This design comes from an exercise in tuning for small area, a short achievable clock period and few clock cycles per item on the open sky130 flow, not from production work. In this exercise RTL edits were held to simulation tests only and were not proved equivalent to the original. Power and IR drop assume default switching activity.

<file path="design/flow/run.sh">
#!/bin/bash
# synth_recipe.tcl (not shown) runs the flow's synth.tcl, then flattens the netlist and writes it again
# the make line also repeats each setting of config.mk as NAME=value (left out here)
make -C /OpenROAD-flow-scripts/flow DESIGN_CONFIG=/design/flow/config.mk WORK_HOME=/design/flow/orfs CLKGATE_MAP_FILE= SYNTH_SCRIPT=/design/flow/synth_recipe.tcl finish
</file>
<file path="design/flow/config.mk">
export PLATFORM = sky130hd
export DESIGN_NAME = glyph_grid_extent_finder
export DESIGN_NICKNAME = glyph_grid_extent_finder
export VERILOG_FILES = /design/flow/design.v
export SDC_FILE = /design/flow/constraint.sdc
export NUM_CORES = 4
export LEC_CHECK = 0
export CAP_MARGIN = 20
export CORE_MARGIN = 2
export CORE_UTILIZATION = 30
export PLACE_DENSITY = 0.45
export SLEW_MARGIN = 20
</file>
<file path="design/flow/constraint.sdc">
create_clock -name core_clock -period 8.0 [get_ports {clk}]
set_input_delay 1.6000 -clock core_clock [delete_from_list [all_inputs] [get_ports {clk}]]
set_output_delay 1.6000 -clock core_clock [all_outputs]
set_load 0.01 [all_outputs]
</file>
<file path="design/flow/design.v">
`default_nettype none
package ggef_pkg;
  localparam MAX_CELL_SIZE = 64;
  localparam GRID_CELLS    = 16;
  localparam GLYPH_COUNT   = 256;
  localparam CELL_POS_W  = $clog2(MAX_CELL_SIZE);
  localparam CELL_SIZE_W = CELL_POS_W + 1;
  localparam GRID_W      = $clog2(GRID_CELLS);
  localparam GLYPH_W     = $clog2(GLYPH_COUNT);
  localparam logic [GLYPH_W-1:0]     LETTER_A_IDX  = GLYPH_W'(65);
  localparam logic [CELL_SIZE_W-1:0] CELL_SIZE_RST = CELL_SIZE_W'(8);
  localparam logic [CELL_SIZE_W-1:0] CELL_SIZE_MAX = CELL_SIZE_W'(MAX_CELL_SIZE);
  localparam logic CFG_CELL_WIDTH  = 1'b0;
  localparam logic CFG_CELL_HEIGHT = 1'b1;
  localparam logic OP_PIXEL = 1'b0;
  localparam logic OP_QUERY = 1'b1;
  localparam logic ST_IDLE = 1'b0;
  localparam logic ST_EXEC = 1'b1;
  localparam EXT_W   = 2 * CELL_POS_W + 1;
  localparam EXT_VLD = 2 * CELL_POS_W;
  function automatic logic [CELL_SIZE_W-1:0] eff_size(input logic [CELL_SIZE_W-1:0] v);
    logic [CELL_SIZE_W-1:0] r;
    r = v;
    if (v == '0) begin
      r = CELL_SIZE_W'(1);
    end else if (v > CELL_SIZE_MAX) begin
      r = CELL_SIZE_MAX;
    end
    eff_size = r;
  endfunction
endpackage
`default_nettype wire
`default_nettype none
module glyph_grid_extent_finder (
  input  wire logic                        clk,
  input  wire logic                        rst_n,
  input  wire logic                        cfg_we,
  input  wire logic                        cfg_index,
  input  wire logic [6:0]                  cfg_data,
  input  wire logic                        in_valid,
  output      logic                        in_stall,
  input  wire logic                        in_op,
  input  wire logic                        in_frame_start,
  input  wire logic [31:0]                 in_pixel_value,
  input  wire logic [7:0]                  in_glyph_index,
  output      logic                        out_valid,
  input  wire logic                        out_stall,
  output      logic [9:0]                  out_glyph_x,
  output      logic [10:0]                 out_glyph_y,
  output      logic [6:0]                  out_glyph_w,
  output      logic [6:0]                  out_glyph_h,
  output      logic [5:0]                  out_space_width,
  output      logic [6:0]                  out_line_height
);
  localparam MAX_CELL_SIZE = ggef_pkg::MAX_CELL_SIZE;
  localparam GLYPH_COUNT   = ggef_pkg::GLYPH_COUNT;
  localparam CELL_POS_W    = ggef_pkg::CELL_POS_W;
  localparam CELL_SIZE_W   = ggef_pkg::CELL_SIZE_W;
  localparam GRID_W        = ggef_pkg::GRID_W;
  localparam GLYPH_W       = ggef_pkg::GLYPH_W;
  localparam EXT_W         = ggef_pkg::EXT_W;
  localparam EXT_VLD       = ggef_pkg::EXT_VLD;
  localparam logic [GLYPH_W-1:0]     LETTER_A_IDX  = ggef_pkg::LETTER_A_IDX;
  localparam logic [CELL_SIZE_W-1:0] CELL_SIZE_RST = ggef_pkg::CELL_SIZE_RST;
  localparam logic [CELL_SIZE_W-1:0] CELL_SIZE_MAX = ggef_pkg::CELL_SIZE_MAX;
  localparam logic CFG_CELL_WIDTH = ggef_pkg::CFG_CELL_WIDTH;
  localparam logic OP_PIXEL = ggef_pkg::OP_PIXEL;
  localparam logic OP_QUERY = ggef_pkg::OP_QUERY;
  localparam logic ST_IDLE  = ggef_pkg::ST_IDLE;
  localparam logic ST_EXEC  = ggef_pkg::ST_EXEC;
  logic [CELL_SIZE_W-1:0] cell_width_r;
  logic [CELL_SIZE_W-1:0] cell_height_r;
  logic [CELL_SIZE_W-1:0] cw;
  logic [CELL_SIZE_W-1:0] ch;
  logic                   state_r, state_nxt;
  logic [31:0]            bg_r, bg_nxt;
  logic [CELL_POS_W-1:0]  icc_r, icc_nxt;
  logic [GRID_W-1:0]      cc_r, cc_nxt;
  logic [CELL_POS_W-1:0]  icr_r, icr_nxt;
  logic [GRID_W-1:0]      cr_r, cr_nxt;
  logic [CELL_SIZE_W-1:0] top_row_r, top_row_nxt;
  logic [CELL_SIZE_W-1:0] a_bot_r, a_bot_nxt;
  logic                   item_op_r;
  logic                   item_fs_r;
  logic [31:0]            item_pix_r;
  logic [GLYPH_W-1:0]     item_gi_r;
  logic [EXT_W-1:0]       mem [GLYPH_COUNT];
  logic [EXT_W-1:0]       rd_data_r;
  logic [GLYPH_W-1:0]     rd_addr;
  logic                   rd_en;
  logic                   wr_en;
  logic [GLYPH_W-1:0]     wr_addr;
  logic [EXT_W-1:0]       wr_data;
  logic                   out_valid_r, out_valid_nxt;
  logic [9:0]             out_x_r, out_x_nxt;
  logic [10:0]            out_y_r, out_y_nxt;
  logic [6:0]             out_w_r, out_w_nxt;
  logic [6:0]             out_h_r, out_h_nxt;
  logic [5:0]             out_sp_r, out_sp_nxt;
  logic [6:0]             out_lh_r, out_lh_nxt;
  logic                   in_xfer;
  logic                   exec_fire;
  logic                   pix_fire;
  logic                   qry_fire;
  logic [31:0]            e_bg;
  logic [CELL_POS_W-1:0]  e_icc;
  logic [GRID_W-1:0]      e_cc;
  logic [CELL_POS_W-1:0]  e_icr;
  logic [GRID_W-1:0]      e_cr;
  logic [CELL_SIZE_W-1:0] e_top;
  logic [CELL_SIZE_W-1:0] e_abot;
  logic                   ink;
  logic [EXT_W-1:0]       cur;
  logic [CELL_SIZE_W-1:0] icc_inc;
  logic [CELL_SIZE_W-1:0] icr_inc;
  assign cw = ggef_pkg::eff_size(cell_width_r);
  assign ch = ggef_pkg::eff_size(cell_height_r);
  assign in_xfer   = in_valid && !in_stall;
  assign exec_fire = (state_r == ST_EXEC) &&
                     ((item_op_r == OP_PIXEL) || !(out_valid_r && out_stall));
  assign pix_fire  = exec_fire && (item_op_r == OP_PIXEL);
  assign qry_fire  = exec_fire && (item_op_r == OP_QUERY);
  always_comb begin
    state_nxt = state_r;
    case (state_r)
      ST_IDLE: begin
        if (in_xfer) state_nxt = ST_EXEC;
      end
      ST_EXEC: begin
        if (exec_fire) state_nxt = ST_IDLE;
      end
      default: state_nxt = ST_IDLE;
    endcase
  end
  always_comb begin
    in_stall = 1'b1;
    case (state_r)
      ST_IDLE: in_stall = 1'b0;
      ST_EXEC: in_stall = 1'b1;
      default: in_stall = 1'b1;
    endcase
  end
  assign rd_en   = in_xfer;
  assign rd_addr = (in_op == OP_QUERY) ? in_glyph_index :
                   (in_frame_start ? '0 : {cr_r, cc_r});
  always_comb begin
    e_bg   = item_fs_r ? item_pix_r : bg_r;
    e_icc  = item_fs_r ? '0 : icc_r;
    e_cc   = item_fs_r ? '0 : cc_r;
    e_icr  = item_fs_r ? '0 : icr_r;
    e_cr   = item_fs_r ? '0 : cr_r;
    e_top  = item_fs_r ? ch : top_row_r;
    e_abot = item_fs_r ? ch : a_bot_r;
    ink = (item_pix_r != e_bg);
    cur = rd_data_r;
    if (e_icc == '0 && e_icr == '0) cur = '0;
    wr_data     = cur;
    top_row_nxt = e_top;
    a_bot_nxt   = e_abot;
    if (ink) begin
      if (!cur[EXT_VLD]) begin
        wr_data[EXT_VLD]   = 1'b1;
        wr_data[2*CELL_POS_W-1:CELL_POS_W]  = e_icc;
        wr_data[CELL_POS_W-1:0] = e_icc;
      end else begin
        if (e_icc < cur[2*CELL_POS_W-1:CELL_POS_W])  wr_data[2*CELL_POS_W-1:CELL_POS_W]  = e_icc;
        if (e_icc > cur[CELL_POS_W-1:0]) wr_data[CELL_POS_W-1:0] = e_icc;
      end
      if (CELL_SIZE_W'(e_icr) < e_top) top_row_nxt = CELL_SIZE_W'(e_icr);
      if ({e_cr, e_cc} == LETTER_A_IDX) a_bot_nxt = CELL_SIZE_W'(e_icr);
    end
    wr_addr = {e_cr, e_cc};
    wr_en   = pix_fire;
    icc_inc = CELL_SIZE_W'(e_icc) + CELL_SIZE_W'(1);
    icr_inc = CELL_SIZE_W'(e_icr) + CELL_SIZE_W'(1);
    icc_nxt = e_icc + CELL_POS_W'(1);
    cc_nxt  = e_cc;
    icr_nxt = e_icr;
    cr_nxt  = e_cr;
    if (icc_inc >= cw) begin
      icc_nxt = '0;
      cc_nxt  = e_cc + GRID_W'(1);
      if (e_cc == {GRID_W{1'b1}}) begin
        icr_nxt = e_icr + CELL_POS_W'(1);
        if (icr_inc >= ch) begin
          icr_nxt = '0;
          cr_nxt  = e_cr + GRID_W'(1);
        end
      end
    end
    bg_nxt = e_bg;
  end
  always_comb begin
    logic [10:0] x_full;
    logic [10:0] y_full;
    x_full = 11'(item_gi_r[GRID_W-1:0]) * 11'(cw);
    out_w_nxt = cw;
    if (rd_data_r[EXT_VLD]) begin
      x_full    = x_full + 11'(rd_data_r[2*CELL_POS_W-1:CELL_POS_W]);
      out_w_nxt = 7'(rd_data_r[CELL_POS_W-1:0]) - 7'(rd_data_r[2*CELL_POS_W-1:CELL_POS_W]) + 7'd1;
    end
    y_full     = 11'(item_gi_r[GLYPH_W-1:GRID_W]) * 11'(ch) + 11'(top_row_r);
    out_x_nxt  = x_full[9:0];
    out_y_nxt  = y_full;
    out_h_nxt  = (ch > top_row_r) ? 7'(ch - top_row_r) : 7'd0;
    out_lh_nxt = (a_bot_r > top_row_r) ? 7'(a_bot_r - top_row_r) : 7'd0;
    out_sp_nxt = 6'(cw >> 1);
    out_valid_nxt = out_valid_r;
    if (out_valid_r && !out_stall) out_valid_nxt = 1'b0;
    if (qry_fire) out_valid_nxt = 1'b1;
  end
  always_ff @(posedge clk) begin
    if (wr_en) mem[wr_addr] <= wr_data;
    if (rd_en) rd_data_r <= mem[rd_addr];
  end
  always_ff @(posedge clk) begin
    if (!rst_n) begin
      state_r       <= ST_IDLE;
      cell_width_r  <= CELL_SIZE_RST;
      cell_height_r <= CELL_SIZE_RST;
      bg_r          <= '0;
      icc_r         <= '0;
      cc_r          <= '0;
      icr_r         <= '0;
      cr_r          <= '0;
      top_row_r     <= CELL_SIZE_RST;
      a_bot_r       <= CELL_SIZE_RST;
      out_valid_r   <= 1'b0;
    end else begin
      state_r     <= state_nxt;
      out_valid_r <= out_valid_nxt;
      if (cfg_we) begin
        if (cfg_index == CFG_CELL_WIDTH) cell_width_r  <= cfg_data;
        else                             cell_height_r <= cfg_data;
      end
      if (pix_fire) begin
        bg_r      <= bg_nxt;
        icc_r     <= icc_nxt;
        cc_r      <= cc_nxt;
        icr_r     <= icr_nxt;
        cr_r      <= cr_nxt;
        top_row_r <= top_row_nxt;
        a_bot_r   <= a_bot_nxt;
      end
    end
  end
  always_ff @(posedge clk) begin
    if (in_xfer) begin
      item_op_r  <= in_op;
      item_fs_r  <= in_frame_start;
      item_pix_r <= in_pixel_value;
      item_gi_r  <= in_glyph_index;
    end
    if (qry_fire) begin
      out_x_r  <= out_x_nxt;
      out_y_r  <= out_y_nxt;
      out_w_r  <= out_w_nxt;
      out_h_r  <= out_h_nxt;
      out_sp_r <= out_sp_nxt;
      out_lh_r <= out_lh_nxt;
    end
  end
  assign out_valid       = out_valid_r;
  assign out_glyph_x     = out_x_r;
  assign out_glyph_y     = out_y_r;
  assign out_glyph_w     = out_w_r;
  assign out_glyph_h     = out_h_r;
  assign out_space_width = out_sp_r;
  assign out_line_height = out_lh_r;
endmodule
`default_nettype wire
</file>
==> notes.md <==
----------------------------------------------------
[Critical path]
  Peak fanout along the critical path ... 116
  Worst path most repeated cell ... o21a_1
  Required time of the critical path ... 8440 ps
  Critical path endpoint category ... flip-flop
  Buf/Inv on CP ... 4
  Crit path kind ... reg2reg
  Worst path max stage delay ... 580 ps
  Cell with the biggest individual delay on the critical path ... mux2_8
  Type of origin of the critical path ... flip-flop
  Gate family responsible for the most delay along the worst path ... compound AO/OA/AOI/OAI gates
  Data arrival time of the critical path ... 6480 ps
  Cell chain of the critical path ... buf_4 -> inv_1 -> buf_4 -> nand2_1 -> ha_1 -> nand3_1 -> nand2_1 -> ha_1 -> nor2b_1 -> o21a_1 -> o21a_1 -> o21a_1 -> o21a_1 -> o22ai_1 -> a31o_2 -> mux2_8 -> buf_12

[Worst hold path]
  Min-delay worst type ... reg2reg

[STA]
  Setup violators final ... 0
  Largest clock skew in the final design ... 56.3 ps
  Unrepaired setup endpoints after global routing ... no
  Minimum clock period after layout ... 6040 ps
  Worst-margin pin slew ... 1270 ps
  Final Hold Violating Endpoints ... 0
  Slew Limit Fails ... 0
  Achievable Freq ... 0.166 GHz
  Share of the clock period used by the worst path ... 75.5%
  Relative slew slack ... 15.2%

[Detailed routing]
  WL/cell ... 28.4 um
  Overall via count from detail_route ... 79700
  Per-cell via count in the routed design ... 5.14
  Remaining antenna violation count ... 0
  Detailed Routing Iterations Pass 1 ... 6
  Post-route DRC ... 0
  Number of DRC markers in iteration 0 ... 8617
  Wire length reported by the detailed router ... 440 mm

[CTS]
  Clock buffers created by TritonCTS ... 376
  H-Tree Depth ... 5
  Clock buffer depth ... 4
  Setup bufs post-CTS ... 0
  Number of hold buffers added after cts ... 0
  Number of sinks driven by the clock tree ... 3513
  Root cell of the clock tree ... clkbuf_16
  Clock edge transition at the registers on the reported setup and hold paths ... 60 ps
  Clock latency at the later pin of the worst-skew pair ... 970 ps
  Clock tree from TritonCTS ... done
  PostCTS Resize Cnt ... 0

[Global routing]
  First-pass GRT wire length ... 619 mm
  Pin count of the biggest net entering global routing ... 181
  Met3 Usage GRT ... 2.65%
  GRT Total Usage ... 18.3%
  Initial antenna violation count ... 17
  Gr ovfl total ... 0
  Via count of the first global-routing pass ... 78400
  Highest-utilization routing layer at the global route stage ... met2
  Grt met2 use ... 29.6%
  GR Layer Usage met1 ... 26.1%

[Yosys]
  Number of enable-type register cells in the synthesized netlist ... 3431
  Most used flip-flop cell after synthesis ... edfxtp_1
  Async set or reset register ratio after synthesis ... 0%
  Synthesized net count ... 8816
  Synthesized area per cell ... 16.1 um^2
  Count of yosys warnings during synthesis ... 1
  Register bit count reported by yosys ... 3513
  Netlist Area Pre-Place ... 139000 um^2
  Library cells used by synthesis ... 70
  Register area share after synthesis ... 75.5%
  Gate Count Post-Synth ... 8626

[Final layout]
  Final core area utilization ... 35.1%
  Area grow syn2layout ... 16.6%
  Share of layout cells above drive strength 1 ... 15.9%
  Most common cell after layout, fill and taps aside ... edfxtp_1
  Non-filler instance count after layout ... 15500
  Commonest non-fill, non-tap cells in the layout ... 3431 x edfxtp_1, 1673 x nand2_1, 573 x nand3_1, 416 x mux4_2, 389 x buf_4
  Net count of the finished layout ... 9235

[Die]
  Number of rows created at floorplan ... 249
  Die outline height ... 684 um
  Starting Density ... 30.1%
  Count of pins on the block boundary ... 105
  Overall die area ... 468000 um^2
  Core box area ... 460000 um^2
  Width of the die ... 684 um

[Power and ir drop]
  Leakage power summed over all cells ... 52.4 nW
  Clock share of power ... 43.3%
  Internal portion of total power ... 0.0308 W
  Net switching share of the total power ... 22.3%
  Register share of total power ... 51.3%
  Total power consumption of the routed design ... 0.0396 W
  Pwr per Cell Area ... 245 nW/um^2
  IR drop worst, VDD ... 0.176 mV
  Combinational fraction of design power ... 5.4%
  Switching Power ... 0.00881 W

[Place]
  Global placer's final weighted congestion ... 0.828
  Total placed cells including tap cells ... 14800
  DPL Wire Length ... 270 mm
  Number of port buffers ... 104

[Run status]
  Result of the run ... no timing/DRC/antenna violations

[Job]
  Max-Cap Viols ... 0

----------------------------------------------------
[power groups by stage]
stage	combinational (W)	sequential (W)	clock [W]
after global placement	0.00213	0.0207	0
after global routing	0.00229	0.0203	0.0182
after floorplan	0.00121	0.0207	0
after detailed placement	0.00215	0.0207	0
after CTS	0.00216	0.0203	0.0175
final	0.00213	0.0203	0.0171
[per-layer routing]
metal | wire length (um) | vias up
li1 | - | 34100
met5 | 13 | -
met1 | 197000 | 42500
met3 | 26300 | 489
met4 | 10300 | 2
met2 | 207000 | 2611
[synthesized netlist by cell type (8+ instances only)]
cell      number  area (um^2)
edfxtp_1    3431       103000
nand2_1     1677         6290
nand3_1      579         2900
mux4_2       416         9370
nor2_1       322         1210
buf_2        252         1260
a21oi_1      232         1160
clkbuf_1     211          792
a32oi_1      169         1480
nand4_1      167         1040
a22oi_1      159         1190
a31oi_1      114          713
inv_1        112          420
ha_1         105         1310
mux2i_1       99          991
dfxtp_1       82         1640
nor3_1        64          320
xor2_1        47          412
o21ai_0       45          225
and2_1        41          257
buf_4         32          240
fa_1          30          601
nor2b_1       27          169
nor4_1        22          138
xnor2_1       22          193
a221oi_1      21          184
buf_1         13         48.8
a21o_1        12         90.1
nand2b_1      10         62.6
o21a_1         9         67.6
o211ai_1       8         60.1
o21bai_1       8         60.1
o22ai_1        8         50.1
[per-stage QoR]
step / hold slack (ps) / worst slack, ps / setup TNS (ps) / area, um^2
global route: 489 / 1650 / 0 / 162000
finish: 467 / 1960 / 0 / 162000
detailed placement: 461 / 1290 / 0 / 150000
floorplan: 437 / -1360 / -3045220 / 139000
CTS: 470 / 1820 / 0 / 162000
global placement: 453 / 1250 / 0 / 150000
[final timing paths]
| kind | from | end | depth (start not counted) | slack [ps] |
|---|---|---|---|---|
| max | item_fs_r | mem[241][0] | 17 | 1960 |
| min | bg_r[20] | bg_r[20] | 2 | 470 |
| max reg2reg | item_fs_r | mem[241][0] | 17 | 1960 |
| min reg2reg | bg_r[20] | bg_r[20] | 2 | 470 |
[flip-flops by register name, summed over array words and instances, names as in the netlist, 8 cells and up]
register and cells:
rd_data_r 13, item_pix_r 32, out_y_r 11, item_gi_r 8
mem 3328, out_x_r 10, bg_r 32
[cell families after synthesis]
family / after synthesis / share of synthesized area [%]
fa+ha+maj: 135 / 1.38
mux: 520 / 7.51
xor+xnor: 70 / 0.452
simple gates: 2945 / 9.14
flops: 3513 / 75.5
compound gates: 820 / 4.02
buf+inv: 623 / 2.01
[worst reg2reg max path, stage by stage (launching register included)]
cell and delay [ps]:
edfxtp_1 360, buf_4 290, inv_1 130, buf_4 340
nand2_1 280, ha_1 270, nand3_1 390, nand2_1 220
ha_1 370, nor2b_1 130, o21a_1 160, o21a_1 170
o21a_1 160, o21a_1 170, o22ai_1 140, a31o_2 460
mux2_8 580, buf_12 620
[final cells by class]
type	instances	area (um^2)
repair buffers	551	5140
multi-input cells	4490	31700
diodes	11	27.5
well taps	6149	7690
clock inverters	225	2040
fillers	43700	299000
inverters	113	424
flip-flops and latches	3513	105000
clock buffers	460	9930
Testbench counts, summed over its fixed seeds: cycles 83,924, items 41,958.

## what the ideal ports hide
How much do the figures lean on ideal ports? The routed layout below was timed once more, with nothing changed but the port constraints. Step 1 sets driving cells, clkbuf_16 on the clock port and buf_2 on the other inputs (assumed; they add their load-dependent delay and slew). Step 2 moves the port delays by t, midway between the first and last clock arrival at a register: inputs arrive t later, outputs are due t later. That takes back most of the time a late clock gives input paths. Three values: ideal, step 1, step 2; two values: the first two.
t, ns: 1.043
slack for setup (ns): 1.961 / 1.961 / 1.083
latest minus earliest clock arrival (ns): 0.057 / 0.057
worst slew at a driven data input, ns: 0.21
After both steps setup and hold are still met in this run. The setup slack of this run moves by 0.000 ns with the drivers and by -0.878 ns with both steps.
